From an optimization exercise on the open Yosys and OpenROAD flow, aimed at small area, a short achievable clock period and few clock cycles per item; shortcuts taken in it are not production practice. Only the layout flow was run in this run; the RTL was not checked for function there. Power and IR drop assume default switching activity.

### flow/run.sh
#!/bin/bash
# synth_recipe.tcl (not shown) runs the flow's synth.tcl, then flattens the netlist and writes it again
# the make line also repeats each setting of config.mk as NAME=value (left out here)
make -C /OpenROAD-flow-scripts/flow DESIGN_CONFIG=/design/flow/config.mk WORK_HOME=/design/flow/orfs CLKGATE_MAP_FILE= SYNTH_SCRIPT=/design/flow/synth_recipe.tcl finish
### flow/design.v
package prplw_pkg;
    localparam int COUNT_BITS = 32;
    localparam int CALC_BITS  = (COUNT_BITS > 28) ? COUNT_BITS : 28;
    localparam int ADDR_BITS  = 64;
    localparam int LEN_BITS   = 28;
    localparam int SLOT_BITS  = 24;
    localparam int SHIFT_BITS = 5;
    localparam logic [SHIFT_BITS-1:0] SHIFT_MIN   = 5'd12;
    localparam logic [SHIFT_BITS-1:0] SHIFT_MAX   = 5'd27;
    localparam logic [SHIFT_BITS-1:0] SHIFT_RESET = 5'd12;
    localparam logic [SHIFT_BITS-1:0] ENTRY_SHIFT = 5'd3;
    localparam logic KIND_START = 1'b0;
    localparam logic KIND_ENTRY = 1'b1;
    typedef enum logic [1:0] {
        RES_SEGMENT    = 2'd0,
        RES_FETCH      = 2'd1,
        RES_NULL       = 2'd2,
        RES_UNEXPECTED = 2'd3
    } result_kind_t;
    typedef struct packed {
        result_kind_t           kind;
        logic [ADDR_BITS-1:0]   address;
        logic [LEN_BITS-1:0]    length;
        logic                   last;
    } result_t;
endpackage
import prplw_pkg::*;
module nvme_prp_list_walker_unit (
    input  logic          aclk,
    input  logic          aresetn,
    input  logic          cfg_valid,
    output logic          cfg_ready,
    input  logic [4:0]    cfg_data,      
    input  logic          s_tvalid,
    output logic          s_tready,
    input  logic [223:0]  s_tdata,       
    input  logic          s_tuser,       
    output logic          m_tvalid,
    input  logic          m_tready,
    output logic [95:0]   m_tdata,       
    output logic [1:0]    m_tuser,       
    output logic          m_tlast        
);
    logic [SHIFT_BITS-1:0] page_shift_reg;
    logic                  in_valid_reg, in_valid_next;
    logic                  in_kind_reg;
    logic [ADDR_BITS-1:0]  in_first_reg;
    logic [ADDR_BITS-1:0]  in_second_reg;
    logic [31:0]           in_count_reg;
    logic [ADDR_BITS-1:0]  in_entry_reg;
    logic [COUNT_BITS-1:0] bytes_left_reg, bytes_left_next;
    logic [ADDR_BITS-1:0]  fetch_address_reg, fetch_address_next;
    logic [SLOT_BITS-1:0]  slot_index_reg, slot_index_next;
    logic                  walking_reg, walking_next;
    prplw_pkg::result_t             out0_reg;
    prplw_pkg::result_t             out0_next;
    prplw_pkg::result_t             out1_reg;
    prplw_pkg::result_t             out1_next;
    logic [1:0]            out_cnt_reg, out_cnt_next;
    logic                  s_accept;
    logic                  pop;
    logic                  process;
    logic [SHIFT_BITS-1:0] shift_eff;
    logic [CALC_BITS-1:0]  page;
    logic [SLOT_BITS-1:0]  last_slot;
    logic [COUNT_BITS-1:0] count_trunc;
    logic [CALC_BITS-1:0]  count_ext;
    logic [CALC_BITS-1:0]  start_len;
    logic [CALC_BITS-1:0]  start_rem;
    logic [CALC_BITS-1:0]  left_ext;
    logic [CALC_BITS-1:0]  seg_len;
    logic [CALC_BITS-1:0]  left_after;
    prplw_pkg::result_t             r0;
    prplw_pkg::result_t             r1;
    logic [1:0]            nres;
    assign cfg_ready = 1'b1;
    assign s_accept  = s_tvalid && s_tready;
    assign pop       = m_tvalid && m_tready;
    assign process   = in_valid_reg && ((out_cnt_reg == 2'd0) || ((out_cnt_reg == 2'd1) && pop));
    assign s_tready  = !in_valid_reg || process;
    assign m_tvalid = (out_cnt_reg != 2'd0);
    assign m_tdata  = {4'b0, out0_reg.length, out0_reg.address};
    assign m_tuser  = out0_reg.kind;
    assign m_tlast  = out0_reg.last;
    always_comb begin
        if (page_shift_reg < SHIFT_MIN) begin
            shift_eff = SHIFT_MIN;
        end else if (page_shift_reg > SHIFT_MAX) begin
            shift_eff = SHIFT_MAX;
        end else begin
            shift_eff = page_shift_reg;
        end
        page        = CALC_BITS'(1) << shift_eff;
        last_slot   = (SLOT_BITS'(1) << (shift_eff - ENTRY_SHIFT)) - SLOT_BITS'(1);
        count_trunc = COUNT_BITS'(in_count_reg);
        count_ext   = CALC_BITS'(count_trunc);
        start_len   = (count_ext < page) ? count_ext : page;
        start_rem   = count_ext - start_len;
        left_ext    = CALC_BITS'(bytes_left_reg);
        seg_len     = (left_ext < page) ? left_ext : page;
        left_after  = left_ext - seg_len;
    end
    always_comb begin
        bytes_left_next    = bytes_left_reg;
        fetch_address_next = fetch_address_reg;
        slot_index_next    = slot_index_reg;
        walking_next       = walking_reg;
        r0                 = {RES_SEGMENT, ADDR_BITS'(0), LEN_BITS'(0), 1'b1};
        r1                 = {RES_SEGMENT, ADDR_BITS'(0), LEN_BITS'(0), 1'b1};
        nres               = 2'd0;
        if (in_kind_reg == KIND_START) begin
            walking_next    = 1'b0;
            bytes_left_next = '0;
            slot_index_next = '0;
            if (count_ext != '0) begin
                r0 = {RES_SEGMENT, in_first_reg, LEN_BITS'(start_len), (start_rem == '0)};
                nres = 2'd1;
                if (start_rem != '0) begin
                    nres = 2'd2;
                    if (start_rem <= page) begin
                        r1 = {RES_SEGMENT, in_second_reg, LEN_BITS'(start_rem), 1'b1};
                    end else begin
                        walking_next       = 1'b1;
                        bytes_left_next    = COUNT_BITS'(start_rem);
                        fetch_address_next = in_second_reg;
                        r1 = {RES_FETCH, in_second_reg, LEN_BITS'(0), 1'b1};
                    end
                end
            end
        end else if (!walking_reg) begin
            r0   = {RES_UNEXPECTED, ADDR_BITS'(0), LEN_BITS'(0), 1'b1};
            nres = 2'd1;
        end else if (in_entry_reg == '0) begin
            walking_next    = 1'b0;
            bytes_left_next = '0;
            r0   = {RES_NULL, ADDR_BITS'(0), LEN_BITS'(0), 1'b1};
            nres = 2'd1;
        end else if ((slot_index_reg >= last_slot) && (left_ext > page)) begin
            fetch_address_next = in_entry_reg;
            slot_index_next    = '0;
            r0   = {RES_FETCH, in_entry_reg, LEN_BITS'(0), 1'b1};
            nres = 2'd1;
        end else begin
            bytes_left_next = COUNT_BITS'(left_after);
            if (left_after == '0) begin
                walking_next    = 1'b0;
                slot_index_next = '0;
                r0   = {RES_SEGMENT, in_entry_reg, LEN_BITS'(seg_len), 1'b1};
                nres = 2'd1;
            end else begin
                slot_index_next    = slot_index_reg + SLOT_BITS'(1);
                fetch_address_next = fetch_address_reg + ADDR_BITS'(8);
                r0   = {RES_SEGMENT, in_entry_reg, LEN_BITS'(seg_len), 1'b0};
                r1   = {RES_FETCH, fetch_address_reg + ADDR_BITS'(8), LEN_BITS'(0), 1'b1};
                nres = 2'd2;
            end
        end
    end
    always_comb begin
        in_valid_next = in_valid_reg;
        if (s_accept) begin
            in_valid_next = 1'b1;
        end else if (process) begin
            in_valid_next = 1'b0;
        end
        out0_next    = out0_reg;
        out1_next    = out1_reg;
        out_cnt_next = out_cnt_reg;
        if (process) begin
            out0_next    = r0;
            out1_next    = r1;
            out_cnt_next = nres;
        end else if (pop) begin
            out0_next    = out1_reg;
            out_cnt_next = out_cnt_reg - 2'd1;
        end
    end
    always_ff @(posedge aclk) begin
        if (s_accept) begin
            in_kind_reg   <= s_tuser;
            in_first_reg  <= s_tdata[63:0];
            in_second_reg <= s_tdata[127:64];
            in_count_reg  <= s_tdata[159:128];
            in_entry_reg  <= s_tdata[223:160];
        end
        out0_reg <= out0_next;
        out1_reg <= out1_next;
        if (!aresetn) begin
            page_shift_reg    <= SHIFT_RESET;
            in_valid_reg      <= 1'b0;
            out_cnt_reg       <= 2'd0;
            bytes_left_reg    <= '0;
            fetch_address_reg <= '0;
            slot_index_reg    <= '0;
            walking_reg       <= 1'b0;
        end else begin
            if (cfg_valid && cfg_ready) begin
                page_shift_reg <= cfg_data;
            end
            in_valid_reg <= in_valid_next;
            out_cnt_reg  <= out_cnt_next;
            if (process) begin
                bytes_left_reg    <= bytes_left_next;
                fetch_address_reg <= fetch_address_next;
                slot_index_reg    <= slot_index_next;
                walking_reg       <= walking_next;
            end
        end
    end
endmodule
### flow/config.mk
export PLATFORM = sky130hd
export DESIGN_NAME = nvme_prp_list_walker_unit
export DESIGN_NICKNAME = nvme_prp_list_walker_unit
export VERILOG_FILES = /design/flow/design.v
export SDC_FILE = /design/flow/constraint.sdc
export NUM_CORES = 4
export LEC_CHECK = 0
export CAP_MARGIN = 20
export CORE_MARGIN = 2
export CORE_UTILIZATION = 40
export SLEW_MARGIN = 20
### flow/constraint.sdc
create_clock -name core_clock -period 8.5 [get_ports {aclk}]
set_input_delay 1.7000 -clock core_clock [delete_from_list [all_inputs] [get_ports {aclk}]]
set_output_delay 1.7000 -clock core_clock [all_outputs]
set_load 0.01 [all_outputs]
==> flow_summary.toml <==
[timing]
fmax_ghz = 0.125
finalSetupViolations = 0
hold_ws_ns = 0.462
setup_ws_ns = 0.508
slew_violations = 0
rsz0062_at_grt = "no"
fin_skew_ns = 0.0373
worst_slew_pin_slew_ns = 1.05
slew_headroom = 0.301
hold_viol_final = 0
period_share = 0.940
period_needed_ns = 7.99

[synthesis]
ys.flop_type = "edfxtp_1"
synth.avg_cell_area_um2 = 9.88
ys_warn_count = 1
netlist_instances = 3140
syn_area_um2 = 31000
ys_ff_latch = 542
ys_seq_area_frac = 0.483
synth.distinct_cells = 88
synthArstFlopShare = 0
synth-edff-count = 413

[clocking]
cts_hold_buf = 0
cts-root-buf = "clkbuf_16"
clkTransAtPathRegs_ns = 0.07
h-tree-depth = 2
clock-sinks = 542
clk_latency_ns = 0.67
cts_tree = "built"
clk_path_buf_depth = 3
numCtsBuffers = 61
cts_setup_buffers = 0

[run_status]
status = "complete, no violations"

[grt]
grt-ovfl-total = 0
grt_antenna_before_repair = 16
gr-usage-all-layers = 0.249
grt_pass1_vias = 25000
grt_max_degree = 150
grt_pass1_wl_mm = 151

[critical_path]
cpMostUsedCell = "nand2_1"
startpoint_type = "flip-flop"
crit_path_max_fanout = 15
crit_path_top_delay_cell = "or4_1"
endpoint_kind = "flip-flop"
crit_type = "reg2reg"
worstPathArrival_ns = 8.53
slowest_delay_ns = 0.56
cp.required_ns = 9.04

[cells_and_area]
drive_gt1_frac = 0.0674
n_fill_cell = 7226
nNetsFinal = 3922
largest_reg_flops = 95
syn_to_final_growth_pct = 22.4
stdcell_count = 4594

[floorplanning]
die_y_um = 282
core_um2 = 77100
placementRows = 102
start_util = 0.402
dieWidth_um = 282
ioPinCount = 337
dieArea_um2 = 79800

[place]
io_buffer_count = 331
place_hpwl_mm = 73.8
gp_routability_congestion = 0.981
dp_slack_ns = -0.0101
post-place-cells = 4467

[route]
vias = 25900
drc = 0
postRouteAntennaNets = 0
drtIter0Drc = 2320
routed_wl_mm = 102
wire_per_inst_um = 22.3
viasPerCell = 5.65
drt_pass1_iterations = 7

[pwr]
p_total_mw = 10.0
ir_drop_uv = 187
powerDensity_nw_per_um2 = 263
leakage_nw = 14.6

[hold_path]
worstHoldPathType = "reg2reg"

[flow_run]
max_cap_viol_count = 0
[area by class of cell]
| type | count | area, µm² | share of cell area |
|---|---|---|---|
| diodes | 6 | 15.0 | 0.000395 |
| multi-input cells | 2389 | 15300 | 0.403 |
| clock inverters | 48 | 484 | 0.0128 |
| clock buffers | 66 | 1550 | 0.0407 |
| well taps | 1040 | 1300 | 0.0343 |
| inverters | 89 | 344 | 0.00906 |
| repair buffers | 414 | 3980 | 0.105 |
| flip-flops and latches | 542 | 15000 | 0.395 |
[cell usage after synthesis (all sizes together), types with 56 or more instances]
| cell type | number | area share |
|---|---|---|
| a21oi | 178 | 0.029 |
| a221oi | 90 | 0.025 |
| clkbuf | 133 | 0.016 |
| dfxtp | 129 | 0.083 |
| edfxtp | 413 | 0.40 |
| ha | 188 | 0.076 |
| inv | 86 | 0.010 |
| mux2i | 69 | 0.022 |
| nand2 | 390 | 0.047 |
| nand2b | 70 | 0.014 |
| nand4 | 56 | 0.011 |
| nor2 | 376 | 0.046 |
| o211ai | 78 | 0.019 |
| o21ai | 115 | 0.019 |
| o22ai | 65 | 0.013 |
| xnor2 | 82 | 0.023 |
[what timing repair did]
item | 4_1_cts | 5_1_grt
gates cloned | 0 | 7
gates resized for setup | 1 | 22
endpoints found under the setup margin | 14 | 89
pin swaps | 0 | 4
[worst max-delay path: cells and delay by family, from the launching register on]
family                     cells  cell delay [ns]
muxes                          1             0.16
adders and majority gates      4             1.18
and+or+nand+nor               18             3.33
buffers and inverters          3             0.39
DFF                            1             0.40
AOI/OAI and AO/OA             10             2.40
[final timing paths]
kind / slack (ns) / to / cells past startpoint / start
worst max-delay path: 0.51 / fetch_address_reg[34] / 36 / page_shift_reg[4]
worst min-delay path: 0.46 / fetch_address_reg[38] / 2 / fetch_address_reg[38]
worst max register to register: 0.51 / fetch_address_reg[34] / 36 / page_shift_reg[4]
worst min register to register: 0.46 / fetch_address_reg[38] / 2 / fetch_address_reg[38]
[logic make-up (layout without fill, tap and decap cells)]
kind of cell | count (synthesis) | in the layout | share of synthesized area
AOI/OAI and AO/OA | 767 | 774 | 0.169
muxes | 70 | 70 | 0.0226
xor gates and xnor gates | 129 | 129 | 0.0364
other | 2 | 57 | 0.000242
and+or+nand+nor | 1175 | 1175 | 0.175
DFF | 542 | 542 | 0.483
buffers and inverters | 265 | 617 | 0.0366
adders and majority gates | 190 | 190 | 0.0771
[stage by stage]
step            util  setup TNS (ns)  cell area (µm²)
3_5_place_dp   0.464         -0.0166            35700
5_1_grt        0.493               0            38000
4_1_cts        0.490               0            37800
3_3_place_gp   0.464               0            35700
2_1_floorplan      -               0            31200
6_report       0.493               0            38000
[power by group]
group | internal, mW | switching [mW] | leakage, nW | total, mW
clock | 1.51 | 1.16 | 0.974 | 2.67
combinational | 1.42 | 2.31 | 8.60 | 3.73
sequential | 3.38 | 0.225 | 5.03 | 3.60
total | 6.31 | 3.70 | 14.6 | 10.0
[routing by layer]
layer | vias up | wire, µm | global-route usage | share of wire
met5 | - | 92 | 0 | 0.00090
met2 | 888 | 48000 | 0.402 | 0.47
met1 | 12400 | 43300 | 0.329 | 0.42
met3 | 200 | 7460 | 0.0515 | 0.073
met4 | 16 | 3530 | 0.0924 | 0.034
li1 | 12400 | - | - | -
[placed cells by master (no fill, tap or decap), types with 29 or more instances in the layout]
cell type,instances
nand2_1,386
o211ai_1,78
nand4_1,56
nor2_1,373
and3_1,29
dfxtp_1,129
nand3_1,55
conb_1,51
nor3_1,49
inv_1,85
edfxtp_1,413
a221oi_1,90
xor2_1,47
nand2b_1,69
clkdlybuf4s50_1,330
clkbuf_16,61
o21a_1,33
ha_1,187
a21o_1,47
buf_4,80
o22ai_1,65
xnor2_1,82
a21oi_1,172
nor4_1,37
mux2i_1,69
o21ai_0,110

==> static timing again, ports no longer ideal <==
The flow's constraints put no driver on any port. The routed layout listed below was extracted and timed again, unchanged, in two steps.
Step 1 (the two cells are an assumption about what drives the block):
set clk [get_ports {aclk}]
set_driving_cell -lib_cell sky130_fd_sc_hd__clkbuf_16 $clk
set_driving_cell -lib_cell sky130_fd_sc_hd__buf_2 [delete_from_list [all_inputs] $clk]
Step 2 adds t to the input delays and takes it off the output delays; t is the mean of the earliest and latest rising clock arrival at the registers after step 1. Input paths then give back, and output paths get back, about the clock's delay inside the block.
Slacks: ideal / step 1 / step 2; pairs: ideal / step 1.
shift t [ns]: 0.717
slack for setup (ns): 0.508 / 0.508 / 0.508
worst setup path at the end: register to register
latest minus earliest clock arrival (ns): 0.038 / 0.038
After both steps setup and hold are still met in this run. The setup slack of this run moves by 0.000 ns with the drivers and by 0.000 ns with both steps.
